Context: an optimization exercise on an open-source flow, tuned for a short achievable clock period and few clock cycles per item. The choices shown serve that exercise and are no tape-out recipe. In this exercise RTL edits were held to simulation tests only and were not proved equivalent to the original. Power is estimated from default activity; no workload was simulated.

==> design.v <==
package rv32i_types;
  localparam int ROB_ID_SIZE = 4;
  typedef struct packed {
    logic                   valid;
    logic                   mem_inst;
    logic                   l_s;           
    logic [2:0]             funct3;
    logic [31:0]            rs1_v;
    logic                   r1;            
    logic [ROB_ID_SIZE-1:0] rob_id;        
    logic [31:0]            rs2_v;
    logic                   r2;
    logic [ROB_ID_SIZE-1:0] rob_id2;
    logic [31:0]            ls_imm;
    logic [ROB_ID_SIZE-1:0] rob_id_dest;
  } ls_q_entry;
  localparam int LSQ_ENTRY_W = 6 + 3*32 + 2 + 3*ROB_ID_SIZE;
  typedef enum logic [1:0] {IDLE, REQ, DRAIN} lsq_state_t;
  localparam logic [2:0] F3_LB  = 3'b000;
  localparam logic [2:0] F3_LH  = 3'b001;
  localparam logic [2:0] F3_LW  = 3'b010;
  localparam logic [2:0] F3_LBU = 3'b100;
  localparam logic [2:0] F3_LHU = 3'b101;
  localparam logic [2:0] F3_SB  = 3'b000;
  localparam logic [2:0] F3_SH  = 3'b001;
  localparam logic [2:0] F3_SW  = 3'b010;
endpackage
module lsq_nand2 (input logic a, b, output logic y);
  assign y = !(a && b);
endmodule
module lsq_nor2 (input logic a, b, output logic y);
  assign y = !(a || b);
endmodule
module lsq_nand3 (input logic a, b, c, output logic y);
  assign y = !(a && b && c);
endmodule
module lsq_nand4 (input logic a, b, c, d, output logic y);
  assign y = !(a && b && c && d);
endmodule
module lsq_xnor2 (input logic a, b, output logic y);
  assign y = !(a ^ b);
endmodule
module lsq_aoi22 (input logic a1, a2, b1, b2, output logic y);
  assign y = !((a1 && a2) || (b1 && b2));
endmodule
module lsq_ld_data
(
  input  logic [3:0]  sel0,     
  input  logic        sel1lo,   
  input  logic        sel1hi,   
  input  logic        selw2,    
  input  logic        selw3,    
  input  logic [3:0]  sb1,      
  input  logic [3:0]  sb2,      
  input  logic [3:0]  sb3,      
  input  logic [31:0] rdata,
  output logic [31:0] ld_data
);
  logic [31:0] p, q;
  for (genvar i = 0; i < 8; i++) begin : g_b0
    lsq_aoi22 u_p (.a1(sel0[0]), .a2(rdata[i]),      .b1(sel0[1]), .b2(rdata[8+i]),  .y(p[i]));
    lsq_aoi22 u_q (.a1(sel0[2]), .a2(rdata[16+i]),   .b1(sel0[3]), .b2(rdata[24+i]), .y(q[i]));
    lsq_nand2 u_y (.a(p[i]), .b(q[i]), .y(ld_data[i]));
  end
  logic [31:0] r;
  for (genvar i = 8; i < 16; i++) begin : g_b1
    lsq_aoi22 u_p (.a1(sel1lo), .a2(rdata[i]), .b1(sel1hi), .b2(rdata[16+i]), .y(p[i]));
    lsq_aoi22 u_q (.a1(sb1[0]), .a2(rdata[7]), .b1(sb1[1]), .b2(rdata[15]), .y(q[i]));
    lsq_aoi22 u_r (.a1(sb1[2]), .a2(rdata[23]), .b1(sb1[3]), .b2(rdata[31]), .y(r[i]));
    lsq_nand3 u_y (.a(p[i]), .b(q[i]), .c(r[i]), .y(ld_data[i]));
  end
  for (genvar i = 16; i < 24; i++) begin : g_b2
    lsq_nand2 u_p (.a(selw2), .b(rdata[i]), .y(p[i]));
    lsq_aoi22 u_q (.a1(sb2[0]), .a2(rdata[7]), .b1(sb2[1]), .b2(rdata[15]), .y(q[i]));
    lsq_aoi22 u_r (.a1(sb2[2]), .a2(rdata[23]), .b1(sb2[3]), .b2(rdata[31]), .y(r[i]));
    lsq_nand3 u_y (.a(p[i]), .b(q[i]), .c(r[i]), .y(ld_data[i]));
  end
  for (genvar i = 24; i < 32; i++) begin : g_b3
    lsq_nand2 u_p (.a(selw3), .b(rdata[i]), .y(p[i]));
    lsq_aoi22 u_q (.a1(sb3[0]), .a2(rdata[7]), .b1(sb3[1]), .b2(rdata[15]), .y(q[i]));
    lsq_aoi22 u_r (.a1(sb3[2]), .a2(rdata[23]), .b1(sb3[3]), .b2(rdata[31]), .y(r[i]));
    lsq_nand3 u_y (.a(p[i]), .b(q[i]), .c(r[i]), .y(ld_data[i]));
  end
endmodule
module lsq_st_gate
#(
  parameter int ROB_W = 4
) (
  input  logic [3:0]       wmask,
  input  logic [ROB_W-1:0] dst,
  input  logic             head_valid,
  input  logic [ROB_W-1:0] head_id,
  output logic [3:0]       wmask_out
);
  logic [ROB_W-1:0] e;
  logic [3:0]       miss;
  logic [3:0]       off;
  for (genvar i = 0; i < ROB_W; i++) begin : g_eq
    lsq_xnor2 u_x (.a(head_id[i]), .b(dst[i]), .y(e[i]));
  end
  for (genvar j = 0; j < 4; j++) begin : g_m
    lsq_nand4 u_miss (.a(e[0]), .b(e[1]), .c(e[2]), .d(e[3]), .y(miss[j]));
    lsq_nand2 u_off  (.a(head_valid), .b(wmask[j]), .y(off[j]));
    lsq_nor2  u_y    (.a(miss[j]), .b(off[j]), .y(wmask_out[j]));
  end
endmodule
module ls_queue
#(
  parameter int DEPTH = 4,
  parameter int ROB_W = rv32i_types::ROB_ID_SIZE
) (
  input  logic             clk,
  input  logic             rst,
  input  logic [rv32i_types::LSQ_ENTRY_W-1:0] ls_q_inst1,
  output logic             ls_q_full,
  input  logic             flush,
  input  logic             cdb_valid,
  input  logic [ROB_W-1:0] cdb_rob_id,
  input  logic [31:0]      cdb_data,
  input  logic             rob_head_valid,
  input  logic [ROB_W-1:0] rob_head_id,
  output logic [31:0]      dmem_addr,
  output logic [3:0]       dmem_rmask,
  output logic [3:0]       dmem_wmask,
  output logic [31:0]      dmem_wdata,
  input  logic [31:0]      dmem_rdata,
  input  logic             dmem_resp,
  output logic             ld_valid,
  output logic [ROB_W-1:0] ld_rob_id,
  output logic [31:0]      ld_data,
  output logic             st_done,
  output logic [ROB_W-1:0] st_rob_id
);
  localparam int PW = $clog2(DEPTH);
  localparam int CW = PW + 1;
  logic [DEPTH-1:0]            qv_q, qv_d;         
  logic [DEPTH-1:0]            qls_q, qls_d;       
  logic [DEPTH-1:0][2:0]       qf3_q, qf3_d;
  logic [DEPTH-1:0][31:0]      qrs1_q, qrs1_d;
  logic [DEPTH-1:0]            qr1_q, qr1_d;
  logic [DEPTH-1:0][ROB_W-1:0] qid1_q, qid1_d;
  logic [DEPTH-1:0][31:0]      qrs2_q, qrs2_d;
  logic [DEPTH-1:0]            qr2_q, qr2_d;
  logic [DEPTH-1:0][ROB_W-1:0] qid2_q, qid2_d;
  logic [DEPTH-1:0][31:0]      qimm_q, qimm_d;
  logic [DEPTH-1:0][ROB_W-1:0] qdst_q, qdst_d;
  logic [DEPTH-1:0]            qa_q, qa_d;         
  logic [DEPTH-1:0]            qh_q, qh_d;         
  logic [DEPTH-1:0]            qc_q, qc_d;         
  logic [DEPTH-1:0][31:0]      qaddr_q, qaddr_d;
  logic [DEPTH-1:0][3:0]       qmask_q, qmask_d;
  logic [DEPTH-1:0][31:0]      qwd_q, qwd_d;
  logic [DEPTH-1:0][19:0]      qctl_q, qctl_d;     
  logic [PW-1:0]    head_q, head_d, tail_q, tail_d;
  logic [CW-1:0]    count_q, count_d;
  logic             full_q, full_d;
  logic             ov_q, ov_d;         
  logic             ols_q, ols_d;       
  logic             old_q, old_d;       
  logic             ost_q, ost_d;       
  logic [31:0]      oaddr_q, oaddr_d, owd_q, owd_d;
  logic [3:0]       ormask_q, ormask_d, owmask_q, owmask_d;
  logic [ROB_W-1:0] odst_q, odst_d;
  logic [ROB_W-1:0] gdst_q, gdst_d;     
  logic [19:0]      octl_q, octl_d;
  logic             cv_q;
  logic [ROB_W-1:0] cid_q;
  logic [31:0]      cdat_q;
  rv32i_types::ls_q_entry inst_in;
  logic             enq, pop, ofree, take, h_rdy;
  logic [DEPTH-1:0][31:0]     c_wd;
  logic [DEPTH-1:0][15:0]     c_lo, c_hi;
  logic [DEPTH-1:0]           c_c;
  logic [DEPTH-1:0][1:0]      c_off;
  logic [DEPTH-1:0][3:0]      c_mask;
  logic [DEPTH-1:0][19:0]     c_ctl;
  assign inst_in   = ls_q_inst1;
  assign ls_q_full = full_q;
  always_comb begin
    for (int g = 0; g < DEPTH; g++) begin
      logic [16:0] lo;
      logic [1:0]  o;
      logic [2:0]  f;
      lo        = {1'b0, qrs1_q[g][15:0]} + {1'b0, qimm_q[g][15:0]};
      c_lo[g]   = lo[15:0];
      c_c[g]    = lo[16];
      c_hi[g]   = qrs1_q[g][31:16] + qimm_q[g][31:16] + {15'b0, qc_q[g]};
      o         = lo[1:0];
      f         = qf3_q[g];
      c_off[g]  = o;
      c_wd[g]   = qrs2_q[g] << {o, 3'b000};
      c_ctl[g]  = '0;
      case (f[1:0])
        2'b00: begin
          c_mask[g]        = 4'b0001 << o;
          c_ctl[g][o]      = 1'b1;              
          c_ctl[g][8 + o]  = !f[2];             
          c_ctl[g][12 + o] = !f[2];             
          c_ctl[g][16 + o] = !f[2];             
        end
        2'b01: begin
          c_mask[g]                   = 4'b0011 << o;
          c_ctl[g][{o[1], 1'b0}]      = 1'b1;   
          c_ctl[g][4]                 = !o[1];  
          c_ctl[g][5]                 = o[1];   
          c_ctl[g][12 + {o[1], 1'b1}] = !f[2];  
          c_ctl[g][16 + {o[1], 1'b1}] = !f[2];  
        end
        default: begin
          c_mask[g]   = 4'b1111;
          c_ctl[g][0] = 1'b1;                   
          c_ctl[g][4] = 1'b1;                   
          c_ctl[g][6] = 1'b1;                   
          c_ctl[g][7] = 1'b1;                   
        end
      endcase
      if (!qls_q[g]) begin
        c_ctl[g][7]     = 1'b0;
        c_ctl[g][19:16] = 4'b0000;
        c_ctl[g][8]     = 1'b1;
        c_ctl[g][10]    = 1'b1;
      end
    end
  end
  lsq_ld_data u_ld (
    .sel0    (octl_q[3:0]),
    .sel1lo  (octl_q[4]),
    .sel1hi  (octl_q[5]),
    .selw2   (octl_q[6]),
    .selw3   (octl_q[7]),
    .sb1     (octl_q[11:8]),
    .sb2     (octl_q[15:12]),
    .sb3     (octl_q[19:16]),
    .rdata   (dmem_rdata),
    .ld_data (ld_data)
  );
  assign dmem_addr  = oaddr_q;
  assign dmem_rmask = ormask_q;
  lsq_st_gate #(.ROB_W(ROB_W)) u_gate (
    .wmask      (owmask_q),
    .dst        (gdst_q),
    .head_valid (rob_head_valid),
    .head_id    (rob_head_id),
    .wmask_out  (dmem_wmask)
  );
  assign dmem_wdata = owd_q;
  assign ld_valid   = dmem_resp && old_q;
  assign ld_rob_id  = odst_q;
  assign st_done    = dmem_resp && ost_q;
  assign st_rob_id  = odst_q;
  assign h_rdy = qv_q[head_q] && qa_q[head_q];
  always_comb begin
    qv_d    = qv_q;
    qls_d   = qls_q;
    qf3_d   = qf3_q;
    qrs1_d  = qrs1_q;
    qr1_d   = qr1_q;
    qid1_d  = qid1_q;
    qrs2_d  = qrs2_q;
    qr2_d   = qr2_q;
    qid2_d  = qid2_q;
    qimm_d  = qimm_q;
    qdst_d  = qdst_q;
    qa_d    = qa_q;
    qh_d    = qh_q;
    qc_d    = qc_q;
    qaddr_d = qaddr_q;
    qmask_d = qmask_q;
    qwd_d   = qwd_q;
    qctl_d  = qctl_q;
    head_d  = head_q;
    tail_d  = tail_q;
    count_d = count_q;
    ov_d     = ov_q;
    ols_d    = ols_q;
    old_d    = old_q;
    ost_d    = ost_q;
    oaddr_d  = oaddr_q;
    owd_d    = owd_q;
    ormask_d = ormask_q;
    owmask_d = owmask_q;
    odst_d   = odst_q;
    gdst_d   = gdst_q;
    octl_d   = octl_q;
    enq = inst_in.valid && inst_in.mem_inst && !full_q && !flush;
    for (int i = 0; i < DEPTH; i++) begin
      if (cv_q && !qr1_q[i] && qid1_q[i] == cid_q) begin
        qrs1_d[i] = cdat_q;
        qr1_d[i]  = 1'b1;
      end
      if (cv_q && !qr2_q[i] && qid2_q[i] == cid_q) begin
        qrs2_d[i] = cdat_q;
        qr2_d[i]  = 1'b1;
      end
      if (qh_q[i] && !qa_q[i]) begin
        qa_d[i]           = 1'b1;
        qaddr_d[i][31:16] = c_hi[i];
      end
      if (qr1_q[i] && qr2_q[i] && !qh_q[i]) begin
        qh_d[i]           = 1'b1;
        qc_d[i]           = c_c[i];
        qaddr_d[i][15:0]  = {c_lo[i][15:2], 2'b00};
        qmask_d[i] = c_mask[i];
        qwd_d[i]   = c_wd[i];
        qctl_d[i]  = c_ctl[i];
      end
    end
    ofree = !ov_q || dmem_resp;
    take  = ofree && h_rdy && !flush;
    pop   = take;
    if (ofree) begin
      ov_d     = 1'b0;
      old_d    = 1'b0;
      ost_d    = 1'b0;
      ormask_d = '0;
      owmask_d = '0;
    end
    if (take) begin
      ov_d     = 1'b1;
      ols_d    = qls_q[head_q];
      old_d    = qls_q[head_q];
      ost_d    = !qls_q[head_q];
      oaddr_d  = qaddr_q[head_q];
      owd_d    = qwd_q[head_q];
      ormask_d = qls_q[head_q] ? qmask_q[head_q] : 4'b0000;
      owmask_d = qls_q[head_q] ? 4'b0000 : qmask_q[head_q];
      odst_d   = qdst_q[head_q];
      if (!qls_q[head_q]) gdst_d = qdst_q[head_q];
      octl_d   = qctl_q[head_q];
    end
    if (flush && !ofree) begin
      old_d = 1'b0;
      ost_d = 1'b0;
      if (!ols_q) begin
        ov_d     = 1'b0;
        owmask_d = '0;
      end
    end
    for (int i = 0; i < DEPTH; i++) begin
      if (pop && PW'(i) == head_q) qv_d[i] = 1'b0;
      if (enq && PW'(i) == tail_q) begin
        qv_d[i]   = 1'b1;
        qls_d[i]  = inst_in.l_s;
        qf3_d[i]  = inst_in.funct3;
        qrs1_d[i] = inst_in.rs1_v;
        qr1_d[i]  = inst_in.r1;
        qid1_d[i] = inst_in.rob_id;
        qrs2_d[i] = inst_in.rs2_v;
        qr2_d[i]  = inst_in.r2;
        qid2_d[i] = inst_in.rob_id2;
        qimm_d[i] = inst_in.ls_imm;
        qdst_d[i] = inst_in.rob_id_dest;
        qa_d[i]   = 1'b0;
        qh_d[i]   = 1'b0;
      end
    end
    if (pop)
      head_d = head_q + PW'(1);
    if (enq)
      tail_d = tail_q + PW'(1);
    case ({enq, pop})
      2'b10:   count_d = count_q + CW'(1);
      2'b01:   count_d = count_q - CW'(1);
      default: count_d = count_q;
    endcase
    full_d = !pop && (full_q || (enq && count_q == CW'(DEPTH - 1)));
    if (flush) begin
      full_d  = 1'b0;
      qv_d    = '0;
      head_d  = '0;
      tail_d  = '0;
      count_d = '0;
    end
  end
  always_ff @(posedge clk or negedge rst) begin
    if (!rst) begin
      qv_q     <= '0;
      qls_q    <= '0;
      qf3_q    <= '0;
      qrs1_q   <= '0;
      qr1_q    <= '0;
      qid1_q   <= '0;
      qrs2_q   <= '0;
      qr2_q    <= '0;
      qid2_q   <= '0;
      qimm_q   <= '0;
      qdst_q   <= '0;
      qa_q     <= '0;
      qh_q     <= '0;
      qc_q     <= '0;
      qaddr_q  <= '0;
      qmask_q  <= '0;
      qwd_q    <= '0;
      qctl_q   <= '0;
      head_q   <= '0;
      tail_q   <= '0;
      count_q  <= '0;
      full_q   <= 1'b0;
      ov_q     <= 1'b0;
      ols_q    <= 1'b0;
      old_q    <= 1'b0;
      ost_q    <= 1'b0;
      oaddr_q  <= '0;
      owd_q    <= '0;
      ormask_q <= '0;
      owmask_q <= '0;
      odst_q   <= '0;
      gdst_q   <= '0;
      octl_q   <= '0;
      cv_q     <= 1'b0;
      cid_q    <= '0;
      cdat_q   <= '0;
    end else begin
      qv_q     <= qv_d;
      qls_q    <= qls_d;
      qf3_q    <= qf3_d;
      qrs1_q   <= qrs1_d;
      qr1_q    <= qr1_d;
      qid1_q   <= qid1_d;
      qrs2_q   <= qrs2_d;
      qr2_q    <= qr2_d;
      qid2_q   <= qid2_d;
      qimm_q   <= qimm_d;
      qdst_q   <= qdst_d;
      qa_q     <= qa_d;
      qh_q     <= qh_d;
      qc_q     <= qc_d;
      qaddr_q  <= qaddr_d;
      qmask_q  <= qmask_d;
      qwd_q    <= qwd_d;
      qctl_q   <= qctl_d;
      head_q   <= head_d;
      tail_q   <= tail_d;
      count_q  <= count_d;
      full_q   <= full_d;
      ov_q     <= ov_d;
      ols_q    <= ols_d;
      old_q    <= old_d;
      ost_q    <= ost_d;
      oaddr_q  <= oaddr_d;
      owd_q    <= owd_d;
      ormask_q <= ormask_d;
      owmask_q <= owmask_d;
      odst_q   <= odst_d;
      gdst_q   <= gdst_d;
      octl_q   <= octl_d;
      cv_q     <= cdb_valid;
      cid_q    <= cdb_rob_id;
      cdat_q   <= cdb_data;
    end
  end
endmodule
==> flow/run.sh <==
#!/bin/bash
# The standard layout, with two changes to how ports are buffered and how
# timing repair may resize cells:
#  - port buffers are plain buffers (sky130_fd_sc_hd__buf_4) rather than the
#    delay cells buffer_ports picks by default;
#  - repair_timing may resize a cell to any equivalent cell, not only one of
#    the same footprint, so those buffers and the gates on the paths from
#    inputs to outputs can be sized for speed.
# Everything else (synthesis, floorplan, power grid, placement, CTS, routing)
# is the standard flow run by standard.sh. The whole make output goes to
# flow_make.log here; ORFS keeps each step's log under orfs/logs.
set -euo pipefail
bash standard.sh \
  "BUFFER_PORTS_ARGS=-buffer_cell sky130_fd_sc_hd__buf_4" \
  MATCH_CELL_FOOTPRINT=0 \
  finish > flow_make.log 2>&1
test -s out/final.def
==> standard.sh <==
#!/bin/bash
# synth_recipe.tcl (not shown) runs the flow's synth.tcl, then flattens the netlist and writes it again
# the make line also repeats each setting of config.mk as NAME=value (left out here)
make -C /OpenROAD-flow-scripts/flow DESIGN_CONFIG=/design/flow/config.mk WORK_HOME=/design/flow/orfs CLKGATE_MAP_FILE= SYNTH_SCRIPT=/design/flow/synth_recipe.tcl "${@:-finish}"
==> config.mk <==
export PLATFORM = sky130hd
export DESIGN_NAME = ls_queue
export DESIGN_NICKNAME = ls_queue
export VERILOG_FILES = /design/flow/design.v
export SDC_FILE = /design/flow/constraint.sdc
export NUM_CORES = 4
export LEC_CHECK = 0
export CAP_MARGIN = 20
export CORE_MARGIN = 2
export CORE_UTILIZATION = 50
export SETUP_SLACK_MARGIN = 3.2
export SLEW_MARGIN = 20
export SYNTH_HIERARCHICAL = 1
export SYNTH_MINIMUM_KEEP_SIZE = 0
==> constraint.sdc <==
create_clock -name core_clock -period 5.5 [get_ports {clk}]
set_input_delay 1.1000 -clock core_clock [delete_from_list [all_inputs] [get_ports {clk}]]
set_output_delay 1.1000 -clock core_clock [all_outputs]
set_load 0.01 [all_outputs]
==> out/qor.csv <==
stage,metric,value,unit
worst_setup_path,worst-path fanout max,4,
final_layout,most frequent cells in the layout,"nand2_1, dfrtp_1, o21ai_0",
worst_setup_path,worst reg-to-reg path cell count,11,
final_layout,area delta synth->final,24.2,%
final_layout,share of cells above drive strength 1,0.248,
pwr,VDD IR-drop max,0.000332,V
sta,RSZ-0062 raised after global routing,true,
grt,initial antenna violation count,16,
worst_setup_path,CP required,4.40,ns
detailed_routing,ANT nets after route,0,
synthesis,Adder-Cell Fraction of Synth Area,0.0380,
clock_network,CTS root buf,clkbuf_16,
sta,Max Slew Vio Count,0,
synthesis,distinct cell type count after synthesis,70,
detailed_routing,vias per inst,5.96,
synthesis,xor/xnor cell area share of the yosys netlist,0.0204,
floorplanning,Core Region,97000,sq um
worst_setup_path,"Arr. time, crit path",1.75,ns
synthesis,share of the yosys chip area belonging to registers,0.491,
clock_network,clock tree buffer depth,3,
sta,"Min Clock Period, post-route",2.85,ns
final_layout,filler cell count,7958,
synthesis,Ys Warns,7,
clock_network,hold buffers post-CTS,0,
detailed_routing,Pre-Repair DR Iteration Count,6,
synthesis,async set-reset flop share out of synthesis,1.00,
synthesis,"Avg Cell Area, Syn",9.92,sq um
floorplanning,die area,101000,sq um
place,DPL Wire Length,110000,um
grt,largest net degree at the start of global routing,113,
grt,"Remaining Overflow, GRT",0,
pwr,Leak,0.0292,uW
synthesis,post-synthesis mux area share,0.136,
worst_setup_path,startpoint types,primary input,
synthesis,combinational family with the most area after synthesis,simple AND/OR/NAND/NOR gates,
synthesis,Post-synth EDFFs,0,
clock_network,clk slew on worst S/H paths,0.06,ns
min_path,worst hold path class,primary input to asynchronous set/reset pin,
floorplanning,DIE WIDTH,317,um
sta,worst relative slew slack,0.225,
sta,worst slew pin tran,1.16,ns
clock_network,later-pin clock latency in the skew report,0.72,ns
clock_network,Sink Count,963,
detailed_routing,number of DRC markers in iteration 0,3910,
floorplanning,Vert. Die Dim,317,um
final_layout,Final nets,5679,
place,IO buf count,306,
synthesis,top_reg_cell synth,dfrtp_1,
floorplanning,# rows,114,
sta,final setup TNS,0,ns
final_layout,"non-filler cells, final",6710,
job,Max Cap Viol,0,
sta,max frequency,351,MHz
clock_network,CTS Buf Count,106,
sta,final worst-path cycle share,0.518,
floorplanning,IO Pins,309,
synthesis,Yosys reg bits,963,
clock_network,H-tree levels,3,
sta,final hold viol count,0,
synthesis,Cells after Synth,4945,
status,status,"complete, no violations",
sta,Final Setup Violations,0,
worst_setup_path,CP Capture Type,output pin,
worst_setup_path,CP Class,primary input to output pin,
pwr,Power Density,498,nW/um^2
grt,first-pass GRT wire length,257000,um
synthesis,mapped cell area,49100,sq um
floorplanning,Initial Utilization,0.506,
place,dpl cells,6274,
place,RD Place Congestion,0.933,
synthesis,Post-Synth Simple-Gate Area,0.153,
detailed_routing,via count,40000,
grt,gr usage total,0.346,
synthesis,compound-cell area share of the yosys netlist,0.127,
final_layout,"commonest non-fill, non-tap cell in the layout",nand2_1,
sta,Clock Skew,0.0312,ns
detailed_routing,Routed WL,176000,um
detailed_routing,Avg WL per Cell,26.3,um
detailed_routing,DR DRC count,0,
clock_network,CTS tree,done,
grt,vias in the first global route,38600,
-- critical path: stages --
cell	delay, ns
buf_6	0.10
xnor2_4	0.18
nand4_1	0.13
nor2_2	0.10
buf_4	0.13
-- power breakdown --
group          switching, uW  leakage, uW  internal [uW]
registers               1690       0.0119           8930
logic                   6450       0.0155           6020
clock network           3050      0.00172           4200
total                  11200       0.0292          19200
-- state kept, by name, indices dropped and copies added, names as in the netlist, 12 cells and up --
register,cells
qctl_q,80
qf3_q,12
qid2_q,16
qimm_q,128
oaddr_q,30
cdat_q,32
qwd_q,128
qid1_q,16
qaddr_q,120
octl_q,20
qrs1_q,128
owd_q,32
qdst_q,16
qmask_q,16
qrs2_q,128
-- metrics by stage --
stage | util | hold WS, ns | setup WS (ns) | area, sq um | total power (uW)
CTS | 0.608 | 0.453 | 2.64 | 59000 | 28900
detailed placement | 0.543 | 0.450 | 2.18 | 52600 | 20100
finish | 0.628 | 0.445 | 2.65 | 60900 | 30300
global route | 0.628 | 0.463 | 2.59 | 60900 | 31800
global placement | 0.543 | 0.446 | 2.23 | 52600 | 19900
floorplan | - | 0.433 | 2.61 | 49400 | 16300
-- worst paths after layout --
kind | start | to | slack (ns)
setup reg to reg | qc_q[3]$_DFFE_PN0P_ | qaddr_q[126]$_DFFE_PN0P_ | 2.75
setup / recovery | rob_head_id[3] | dmem_wmask[3] | 2.65
hold / removal | rst | octl_q[15]$_DFFE_PN0P_ | 0.45
min in group core_clock | qwd_q[101]$_DFFE_PN0P_ | qwd_q[101]$_DFFE_PN0P_ | 0.46
hold reg to reg | qwd_q[101]$_DFFE_PN0P_ | qwd_q[101]$_DFFE_PN0P_ | 0.46
max in group asynchronous | rst | qwd_q[34]$_DFFE_PN0P_ | 3.78
-- what timing repair did --
item,CTS,global route
resized for setup,348,286
buffers inserted,136,71
pin swaps,156,174
gates cloned,22,9
endpoints found under the setup margin,789,417
-- cell usage after synthesis (22+ instances only) --
cell type	count	area share
xnor2_1	58	0.010
nand3_1	92	0.0094
o21ai_0	481	0.049
mux4_2	91	0.042
ha_1	128	0.033
a21o_1	38	0.0058
and2_1	25	0.0032
dfrtp_1	963	0.49
mux2i_1	342	0.070
buf_1	22	0.0017
nor2b_1	34	0.0043
nor2_1	187	0.014
a211oi_1	32	0.0049
nor3b_1	22	0.0034
nor3_1	49	0.0050
o31ai_1	74	0.011
clkbuf_1	201	0.015
mux2_2	107	0.025
nand2b_1	27	0.0034
inv_1	71	0.0054
a31oi_1	24	0.0031
a21oi_1	117	0.012
buf_2	78	0.0080
a22oi_2	72	0.018
xor2_1	56	0.010
nand2_1	1315	0.10
-- cell families after synthesis --
kind of cell               Yosys count
muxes                              540
DFF                                963
other                                1
adders and majority gates          141
xor gates and xnor gates           114
buffers and inverters              394
AOI/OAI and AO/OA                  975
and+or+nand+nor                   1817
-- per-layer routing --
layer | global-route usage | part of all wire
met1 | 0.481 | 0.42
met2 | 0.538 | 0.46
met3 | 0.0663 | 0.077
met4 | 0.137 | 0.044
met5 | 0 | 0.00071
-- layout make-up --
class,count,area (sq um),share of cell area
Multi-Input combinational cell,3599,25400,0.417
Sequential cell,963,24100,0.396
Timing Repair Buffer,603,6030,0.0989
Clock buffer,162,3170,0.0521
Tap cell,1276,1600,0.0262
Clock inverter,32,332,0.00544
Inverter,71,277,0.00454
Antenna cell,4,10.0,0.000164
-- Yosys stat by module, one instance, submodules excluded, a selection --
| module | cell area, sq um | cells |
|---|---|---|
| lsq_nand3 | 5.00 | 1 |
| lsq_aoi22 | 12.5 | 1 |
| lsq_xnor2 | 8.76 | 1 |
| lsq_nor2 | 3.75 | 1 |
| ls_queue | 47900 | 4809 |
| lsq_nand4 | 6.26 | 1 |
| lsq_nand2 | 3.75 | 1 |
Testbench counts, summed over its fixed seeds: cycles 9,659, items 3,088.

-- separate check: timing with driven ports --
How much do the figures lean on ideal ports? The routed layout below was timed once more, with nothing changed but the port constraints. Step 1: set_driving_cell puts a clkbuf_16 on clk and a buf_2 on each other input, an assumption about the parent block. Step 2 adds t to the input delays and takes it off the output delays; t is the mean of the earliest and latest rising clock arrival at the registers after step 1. Input paths then give back, and output paths get back, about the clock's delay inside the block. a / b / c = ideal / step 1 / step 2; a / b = the first two.
t (ns): 0.774
slack for setup (ns): 2.651 / 2.581 / 2.374
worst setup path after step 2: input to register
pins driven straight from the clock port: 1
After both steps this run still meets setup and hold. The setup slack of this run moves by -0.070 ns with the drivers and by -0.277 ns with both steps.
